Context: an optimization exercise on an open-source flow, tuned for small area and a short achievable clock period. The choices shown serve that exercise and are no tape-out recipe.
Where RTL was checked, it was by simulation tests only, not by an equivalence proof against the original.
Power figures rest on the tool's default switching activity, not on a simulated workload.

==> flow/design.v <==
package dma_pkg;
  localparam int DMA_BEAT_W = 128;
  localparam int DMA_WORD_W = 32;
  localparam int DMA_LANES  = 4;
  localparam logic [15:0] DMA_HDR_MAGIC = 16'hD5A7;
  localparam int MAGIC_HI = 31;
  localparam int MAGIC_LO = 16;
  localparam int LEN_HI   = 15;
  localparam int LEN_LO   = 0;
  typedef enum logic {
    RX_HDR,
    RX_PAYLOAD
  } rx_state_e;
  function automatic logic [DMA_WORD_W-1:0] beat_lane(
    input logic [DMA_BEAT_W-1:0] beat,
    input logic [1:0]            lane
  );
    beat_lane = beat[lane*DMA_WORD_W +: DMA_WORD_W];
  endfunction
endpackage
module dma_rx_fifo #(
  parameter int DEPTH = 16,
  parameter int WIDTH = 128
) (
  input  logic                   clk,
  input  logic [DEPTH-1:0]       we,
  input  logic [WIDTH-1:0]       wdata,
  input  logic [DEPTH-1:0]       rd_oh,
  input  logic [3*DEPTH-1:0]     nsel,      
  output logic [WIDTH/4-1:0]     nxt_word,
  output logic [WIDTH/4-1:0]     hdr_word
);
  localparam int WW = WIDTH / 4;
  logic [DEPTH*WIDTH-1:0] mem;
  always_ff @(posedge clk) begin
    for (int e = 0; e < DEPTH; e++)
      if (we[e]) mem[e*WIDTH +: WIDTH] <= wdata;
  end
  always_comb begin
    nxt_word = '0;
    hdr_word = '0;
    for (int e = 0; e < DEPTH; e++) begin
      for (int l = 1; l < 4; l++)
        nxt_word = nxt_word | ({WW{nsel[3*e+l-1]}} & mem[e*WIDTH + l*WW +: WW]);
      hdr_word = hdr_word | ({WW{rd_oh[(e+DEPTH-1)%DEPTH]}} & mem[e*WIDTH +: WW]);
    end
  end
endmodule
module dma_rx_unpacker #(
  parameter int          FIFO_DEPTH = 16,
  parameter logic [15:0] HDR_MAGIC  = dma_pkg::DMA_HDR_MAGIC,
  localparam int         LVL_W      = $clog2(FIFO_DEPTH) + 1
) (
  input  logic                  clk,
  input  logic                  reset_n,
  input  logic [dma_pkg::DMA_BEAT_W-1:0] dma_read_data,
  input  logic                  dma_read_valid,
  output logic [dma_pkg::DMA_WORD_W-1:0] out_data,
  output logic                  out_valid,
  input  logic                  out_ready,
  output logic                  out_last,
  output logic [LVL_W-1:0]      fifo_level,
  output logic                  overflow,
  input  logic                  ovf_clr,
  output logic                  frame_err,
  output logic [31:0]           frame_cnt,
  output logic [31:0]           drop_cnt
);
  localparam int AW = $clog2(FIFO_DEPTH);
  logic [AW-1:0]           wr_ptr, wr_ptr_d;
  logic [FIFO_DEPTH-1:0]   wr_en;       
  logic [FIFO_DEPTH-1:0]   rd_oh, rd_oh_d;
  logic [3*FIFO_DEPTH-1:0] nsel;        
  logic [FIFO_DEPTH-1:0]   we;
  logic [LVL_W-1:0]        level_d;
  logic                    full, empty, lvl_le1, lvl_1;
  logic                    push, pop;
  logic                    pay;         
  logic                    ov;          
  logic [3:0]              lane, lane_d;   
  logic [15:0]             rem;
  logic                    rem1;        
  logic                    hdr_ok;      
  logic [15:0]             hdr_len;
  logic                    hdr_len0, hdr_len1;
  logic [31:0]             nxt_word, hdr_word, w_word;
  logic                    hs, hdr_act, accept, last, lane3;
  logic                    hact;        
  logic                    step, wrap;   
  logic [3*FIFO_DEPTH-1:0] nsel_d;
  assign push = dma_read_valid & ~full;
  assign we   = {FIFO_DEPTH{dma_read_valid}} & wr_en;
  dma_rx_fifo #(
    .DEPTH (FIFO_DEPTH),
    .WIDTH (dma_pkg::DMA_BEAT_W)
  ) u_fifo (
    .clk      (clk),
    .we       (we),
    .wdata    (dma_read_data),
    .rd_oh    (rd_oh),
    .nsel     (nsel),
    .nxt_word (nxt_word),
    .hdr_word (hdr_word)
  );
  assign w_word  = dma_read_data[31:0];
  assign hs      = ov & out_ready;
  assign hdr_act = hact;
  assign accept  = hact & hdr_ok & ~hdr_len0;
  assign last    = rem1;
  assign lane3   = lane[3];
  assign step    = hs & ~last & ~lane3;
  assign wrap    = hs & (last | lane3);
  assign pop     = (hact & (~hdr_ok | hdr_len0)) | wrap;
  logic sel_nxt, sel_hdr, sel_w, sel_hold;
  logic pay_d, empty_d, valid_d, rem1_d;
  assign sel_nxt  = accept | step;
  assign sel_hdr  = hs & ~last & lane3 & ~lvl_le1;
  assign sel_w    = pay & dma_read_valid & (empty | (hs & ~last & lane3 & lvl_1));
  assign sel_hold = ov & ~out_ready;
  logic inc, dec, keep;
  logic full_d, lvl_1_d, lvl_le1_d;
  logic lvl_2, lvl_top;
  logic [LVL_W-1:0] level_inc, level_dec;
  assign lvl_2     = (fifo_level == LVL_W'(2));
  assign lvl_top   = (fifo_level == LVL_W'(FIFO_DEPTH - 1));
  assign level_inc = fifo_level + 1'b1;
  assign level_dec = fifo_level - 1'b1;
  assign inc       = push & ~pop;
  assign dec       = pop & ~push;
  assign keep      = ~(inc | dec);
  assign level_d   = ({LVL_W{inc}} & level_inc) | ({LVL_W{dec}} & level_dec) |
                     ({LVL_W{keep}} & fifo_level);
  assign full_d    = ~pop & (full | (lvl_top & push));
  assign empty_d   = ~push & (empty | (lvl_1 & pop));
  assign lvl_1_d   = (empty & push) | (lvl_1 & keep) | (lvl_2 & dec);
  assign lvl_le1_d = empty_d | lvl_1_d;
  assign wr_ptr_d = wr_ptr + AW'(push);
  assign pay_d    = accept | (pay & ~(hs & last));
  assign valid_d  = pay_d & ~empty_d;
  assign rem1_d   = accept ? hdr_len1 : (hs ? (rem == 16'd2) : rem1);
  assign lane_d   = accept ? 4'b0010 : step ? {lane[2:0], 1'b0} : pop ? 4'b0001 : lane;
  assign rd_oh_d  = pop ? {rd_oh[FIFO_DEPTH-2:0], rd_oh[FIFO_DEPTH-1]} : rd_oh;
  always_comb begin
    for (int e = 0; e < FIFO_DEPTH; e++) begin
      nsel_d[3*e]   = pop ? rd_oh[(e+FIFO_DEPTH-1)%FIFO_DEPTH] : (~accept & ~step & nsel[3*e]);
      nsel_d[3*e+1] = accept ? rd_oh[e] : step ? nsel[3*e] : (~pop & nsel[3*e+1]);
      nsel_d[3*e+2] = step ? nsel[3*e+1] : (~accept & ~pop & nsel[3*e+2]);
    end
  end
  always_ff @(posedge clk or negedge reset_n) begin
    if (!reset_n) begin
      out_data  <= '0;
      out_valid <= 1'b0;
      out_last  <= 1'b0;
      ov        <= 1'b0;
    end else begin
      out_data  <= ({32{sel_nxt}}  & nxt_word) |
                   ({32{sel_hdr}}  & hdr_word) |
                   ({32{sel_w}}    & w_word)   |
                   ({32{sel_hold}} & out_data);
      out_valid <= valid_d;
      ov        <= valid_d;
      out_last  <= valid_d & rem1_d;
    end
  end
  logic [31:0] hdr_src;
  assign hdr_src = lvl_le1 ? w_word : hdr_word;
  always_ff @(posedge clk) begin
    hdr_ok   <= (hdr_src[31:16] == HDR_MAGIC);
    hdr_len  <= hdr_src[15:0];
    hdr_len0 <= (hdr_src[15:0] == 16'd0);
    hdr_len1 <= (hdr_src[15:0] == 16'd1);
  end
  always_ff @(posedge clk or negedge reset_n) begin
    if (!reset_n) begin
      pay        <= 1'b0;
      lane       <= 4'b0001;
      rem        <= '0;
      rem1       <= 1'b0;
      frame_err  <= 1'b0;
      wr_ptr     <= '0;
      wr_en      <= FIFO_DEPTH'(1);
      rd_oh      <= FIFO_DEPTH'(1);
      nsel       <= (3*FIFO_DEPTH)'(1);
      hact       <= 1'b0;
      fifo_level <= '0;
      full       <= 1'b0;
      empty      <= 1'b1;
      lvl_le1    <= 1'b1;
      lvl_1      <= 1'b0;
    end else begin
      frame_err <= hdr_act & ~hdr_ok;
      pay       <= pay_d;
      rem1      <= rem1_d;
      lane      <= lane_d;
      rd_oh     <= rd_oh_d;
      nsel      <= nsel_d;
      hact      <= ~pay_d & ~empty_d;
      if (accept)  rem <= hdr_len;
      else if (hs) rem <= rem - 16'd1;
      wr_ptr     <= wr_ptr_d;
      for (int e = 0; e < FIFO_DEPTH; e++)
        wr_en[e] <= (wr_ptr_d == AW'(e)) & ~full_d;
      fifo_level <= level_d;
      full       <= full_d;
      empty      <= empty_d;
      lvl_le1    <= lvl_le1_d;
      lvl_1      <= lvl_1_d;
    end
  end
  always_ff @(posedge clk or negedge reset_n) begin
    if (!reset_n)                   overflow <= 1'b0;
    else if (dma_read_valid & full) overflow <= 1'b1;
    else if (ovf_clr)               overflow <= 1'b0;
  end
  logic frame_done;
  assign frame_done = (hdr_act & hdr_ok & hdr_len0) | (hs & last);
  always_ff @(posedge clk or negedge reset_n) begin
    if (!reset_n) begin
      frame_cnt <= '0;
      drop_cnt  <= '0;
    end else begin
      if (frame_done)            frame_cnt <= frame_cnt + 32'd1;
      if (dma_read_valid & full) drop_cnt  <= drop_cnt + 32'd1;
    end
  end
endmodule
make LEC_CHECK=0 CAP_MARGIN=20 CORE_MARGIN=2 CORE_UTILIZATION=40 CTS_CLUSTER_DIAMETER=80 CTS_CLUSTER_SIZE=25 SETUP_SLACK_MARGIN=3.15 SLEW_MARGIN=20 finish   # period 5.5 ns
run.sh (not shown) runs the stock make flow with config.mk's settings and CLKGATE_MAP_FILE= SYNTH_SCRIPT=/design/flow/synth_recipe.tcl, a recipe that flattens the netlist after the stock synthesis.
Then changed:
--- a/flow/design.v
+++ b/flow/design.v
@@ -86,7 +86,4 @@
   logic [31:0]             nxt_word, hdr_word, w_word;
   logic                    hs, hdr_act, accept, last, lane3;
-  logic                    hact;        
-  logic                    step, wrap;   
-  logic [3*FIFO_DEPTH-1:0] nsel_d;
   assign push = dma_read_valid & ~full;
   assign we   = {FIFO_DEPTH{dma_read_valid}} & wr_en;
@@ -105,14 +102,12 @@
   assign w_word  = dma_read_data[31:0];
   assign hs      = ov & out_ready;
-  assign hdr_act = hact;
-  assign accept  = hact & hdr_ok & ~hdr_len0;
+  assign hdr_act = ~pay & ~empty;
+  assign accept  = hdr_act & hdr_ok & ~hdr_len0;
   assign last    = rem1;
   assign lane3   = lane[3];
-  assign step    = hs & ~last & ~lane3;
-  assign wrap    = hs & (last | lane3);
-  assign pop     = (hact & (~hdr_ok | hdr_len0)) | wrap;
+  assign pop     = (hdr_act & (~hdr_ok | hdr_len0)) | (hs & (last | lane3));
   logic sel_nxt, sel_hdr, sel_w, sel_hold;
   logic pay_d, empty_d, valid_d, rem1_d;
-  assign sel_nxt  = accept | step;
+  assign sel_nxt  = accept | (hs & ~last & ~lane3);
   assign sel_hdr  = hs & ~last & lane3 & ~lvl_le1;
   assign sel_w    = pay & dma_read_valid & (empty | (hs & ~last & lane3 & lvl_1));
@@ -139,13 +134,6 @@
   assign valid_d  = pay_d & ~empty_d;
   assign rem1_d   = accept ? hdr_len1 : (hs ? (rem == 16'd2) : rem1);
-  assign lane_d   = accept ? 4'b0010 : step ? {lane[2:0], 1'b0} : pop ? 4'b0001 : lane;
+  assign lane_d   = accept ? 4'b0010 : (hs ? (last ? 4'b0001 : {lane[2:0], lane[3]}) : lane);
   assign rd_oh_d  = pop ? {rd_oh[FIFO_DEPTH-2:0], rd_oh[FIFO_DEPTH-1]} : rd_oh;
-  always_comb begin
-    for (int e = 0; e < FIFO_DEPTH; e++) begin
-      nsel_d[3*e]   = pop ? rd_oh[(e+FIFO_DEPTH-1)%FIFO_DEPTH] : (~accept & ~step & nsel[3*e]);
-      nsel_d[3*e+1] = accept ? rd_oh[e] : step ? nsel[3*e] : (~pop & nsel[3*e+1]);
-      nsel_d[3*e+2] = step ? nsel[3*e+1] : (~accept & ~pop & nsel[3*e+2]);
-    end
-  end
   always_ff @(posedge clk or negedge reset_n) begin
     if (!reset_n) begin
@@ -183,5 +171,4 @@
       rd_oh      <= FIFO_DEPTH'(1);
       nsel       <= (3*FIFO_DEPTH)'(1);
-      hact       <= 1'b0;
       fifo_level <= '0;
       full       <= 1'b0;
@@ -195,6 +182,7 @@
       lane      <= lane_d;
       rd_oh     <= rd_oh_d;
-      nsel      <= nsel_d;
-      hact      <= ~pay_d & ~empty_d;
+      for (int e = 0; e < FIFO_DEPTH; e++)
+        for (int l = 0; l < 3; l++)
+          nsel[3*e+l] <= rd_oh_d[e] & lane_d[l];
       if (accept)  rem <= hdr_len;
       else if (hs) rem <= rem - 16'd1;
Non-clock buffer count went down by 71.
Clock power shrinks by about 2%.
Cell area came out lower by 1.3%.
Wire length came out lower by 3.8%.
Count of clock-buffer cells in the layout rose by 5.
Power went down by 1.1%.
Worst setup slack gains 18 ps.
Function not checked in the first run of this note: the RTL went through the layout flow alone.

* * *

RTL: the design.v shown in full above, as it stands there.
clock: 5.5 ns
lec_check: 0
cap_margin: 20
core_margin: 2
core_utilization: 40
cts_cluster_diameter: 80
cts_cluster_size: 25
setup_slack_margin: 3.05
slew_margin: 20
The starting point finished clean.
Rerun with:
--- a/flow/design.v
+++ b/flow/design.v
@@ -85,9 +85,6 @@
   logic                    hdr_len0, hdr_len1;
   logic [31:0]             nxt_word, hdr_word, w_word;
   logic                    hs, hdr_act, accept, last, lane3;
-  logic                    hact;        
-  logic                    step, wrap;   
-  logic [3*FIFO_DEPTH-1:0] nsel_d;
   assign push = dma_read_valid & ~full;
   assign we   = {FIFO_DEPTH{dma_read_valid}} & wr_en;
   dma_rx_fifo #(
@@ -104,16 +101,14 @@
   );
   assign w_word  = dma_read_data[31:0];
   assign hs      = ov & out_ready;
-  assign hdr_act = hact;
-  assign accept  = hact & hdr_ok & ~hdr_len0;
+  assign hdr_act = ~pay & ~empty;
+  assign accept  = hdr_act & hdr_ok & ~hdr_len0;
   assign last    = rem1;
   assign lane3   = lane[3];
-  assign step    = hs & ~last & ~lane3;
-  assign wrap    = hs & (last | lane3);
-  assign pop     = (hact & (~hdr_ok | hdr_len0)) | wrap;
+  assign pop     = (hdr_act & (~hdr_ok | hdr_len0)) | (hs & (last | lane3));
   logic sel_nxt, sel_hdr, sel_w, sel_hold;
   logic pay_d, empty_d, valid_d, rem1_d;
-  assign sel_nxt  = accept | step;
+  assign sel_nxt  = accept | (hs & ~last & ~lane3);
   assign sel_hdr  = hs & ~last & lane3 & ~lvl_le1;
   assign sel_w    = pay & dma_read_valid & (empty | (hs & ~last & lane3 & lvl_1));
   assign sel_hold = ov & ~out_ready;
@@ -138,15 +133,8 @@
   assign pay_d    = accept | (pay & ~(hs & last));
   assign valid_d  = pay_d & ~empty_d;
   assign rem1_d   = accept ? hdr_len1 : (hs ? (rem == 16'd2) : rem1);
-  assign lane_d   = accept ? 4'b0010 : step ? {lane[2:0], 1'b0} : pop ? 4'b0001 : lane;
+  assign lane_d   = accept ? 4'b0010 : (hs ? (last ? 4'b0001 : {lane[2:0], lane[3]}) : lane);
   assign rd_oh_d  = pop ? {rd_oh[FIFO_DEPTH-2:0], rd_oh[FIFO_DEPTH-1]} : rd_oh;
-  always_comb begin
-    for (int e = 0; e < FIFO_DEPTH; e++) begin
-      nsel_d[3*e]   = pop ? rd_oh[(e+FIFO_DEPTH-1)%FIFO_DEPTH] : (~accept & ~step & nsel[3*e]);
-      nsel_d[3*e+1] = accept ? rd_oh[e] : step ? nsel[3*e] : (~pop & nsel[3*e+1]);
-      nsel_d[3*e+2] = step ? nsel[3*e+1] : (~accept & ~pop & nsel[3*e+2]);
-    end
-  end
   always_ff @(posedge clk or negedge reset_n) begin
     if (!reset_n) begin
       out_data  <= '0;
@@ -182,7 +170,6 @@
       wr_en      <= FIFO_DEPTH'(1);
       rd_oh      <= FIFO_DEPTH'(1);
       nsel       <= (3*FIFO_DEPTH)'(1);
-      hact       <= 1'b0;
       fifo_level <= '0;
       full       <= 1'b0;
       empty      <= 1'b1;
@@ -194,8 +181,9 @@
       rem1      <= rem1_d;
       lane      <= lane_d;
       rd_oh     <= rd_oh_d;
-      nsel      <= nsel_d;
-      hact      <= ~pay_d & ~empty_d;
+      for (int e = 0; e < FIFO_DEPTH; e++)
+        for (int l = 0; l < 3; l++)
+          nsel[3*e+l] <= rd_oh_d[e] & lane_d[l];
       if (accept)  rem <= hdr_len;
       else if (hs) rem <= rem - 16'd1;
       wr_ptr     <= wr_ptr_d;
Result: Non-clock buffer count goes up by 8; critical path depth is lower by 7; hold slack gains 0.0092 ns; via count hardly moves; sequential cell count fell by 1; register-to-register slack is better by 0.06 ns; worst setup slack barely changes; global-route usage went down by 0.30 points; die area drops by 0.84%; final area shrinks by 0.45%; total power fell by 0.50%.
Only the layout flow was run in the first run of this note; the RTL was not checked for function there.

[separate check: timing with driven ports]
Ports are ideal in the flow. The routed layouts listed here were re-timed in OpenROAD.
Step 1 sets driving cells, clkbuf_16 on the clock port and buf_2 on the other inputs (assumed; they add their load-dependent delay and slew).
Step 2, shift: input delay + t, output delay - t, t = (earliest + latest rising clock arrival at the registers) / 2. This alone moves slack from input paths to output paths.
a / b / c = ideal ports / drivers / drivers and shift; a / b = the first two.
| run | t, ns | slack for setup (ns) | worst setup path after step 2 | worst register clock-pin slew, ns |
|---|---|---|---|---|
| the first run of note 1 | 0.881 | 2.931 / 2.843 / 2.227 | input to register | 0.11 / 0.11 |
| the second run of note 1 | 0.879 | 2.950 / 2.865 / 2.170 | input to register | 0.10 / 0.10 |
| the first run of note 2 | 0.878 | 2.948 / 2.873 / 2.175 | input to register | 0.11 / 0.11 |
| the second run of note 2 | 0.874 | 2.945 / 2.862 / 2.270 | input to register | 0.10 / 0.10 |
After both steps setup and hold are still met in every run listed. The setup slack of the second run of note 1, which loses most, moves by -0.085 ns with the drivers and by -0.780 ns with both steps.
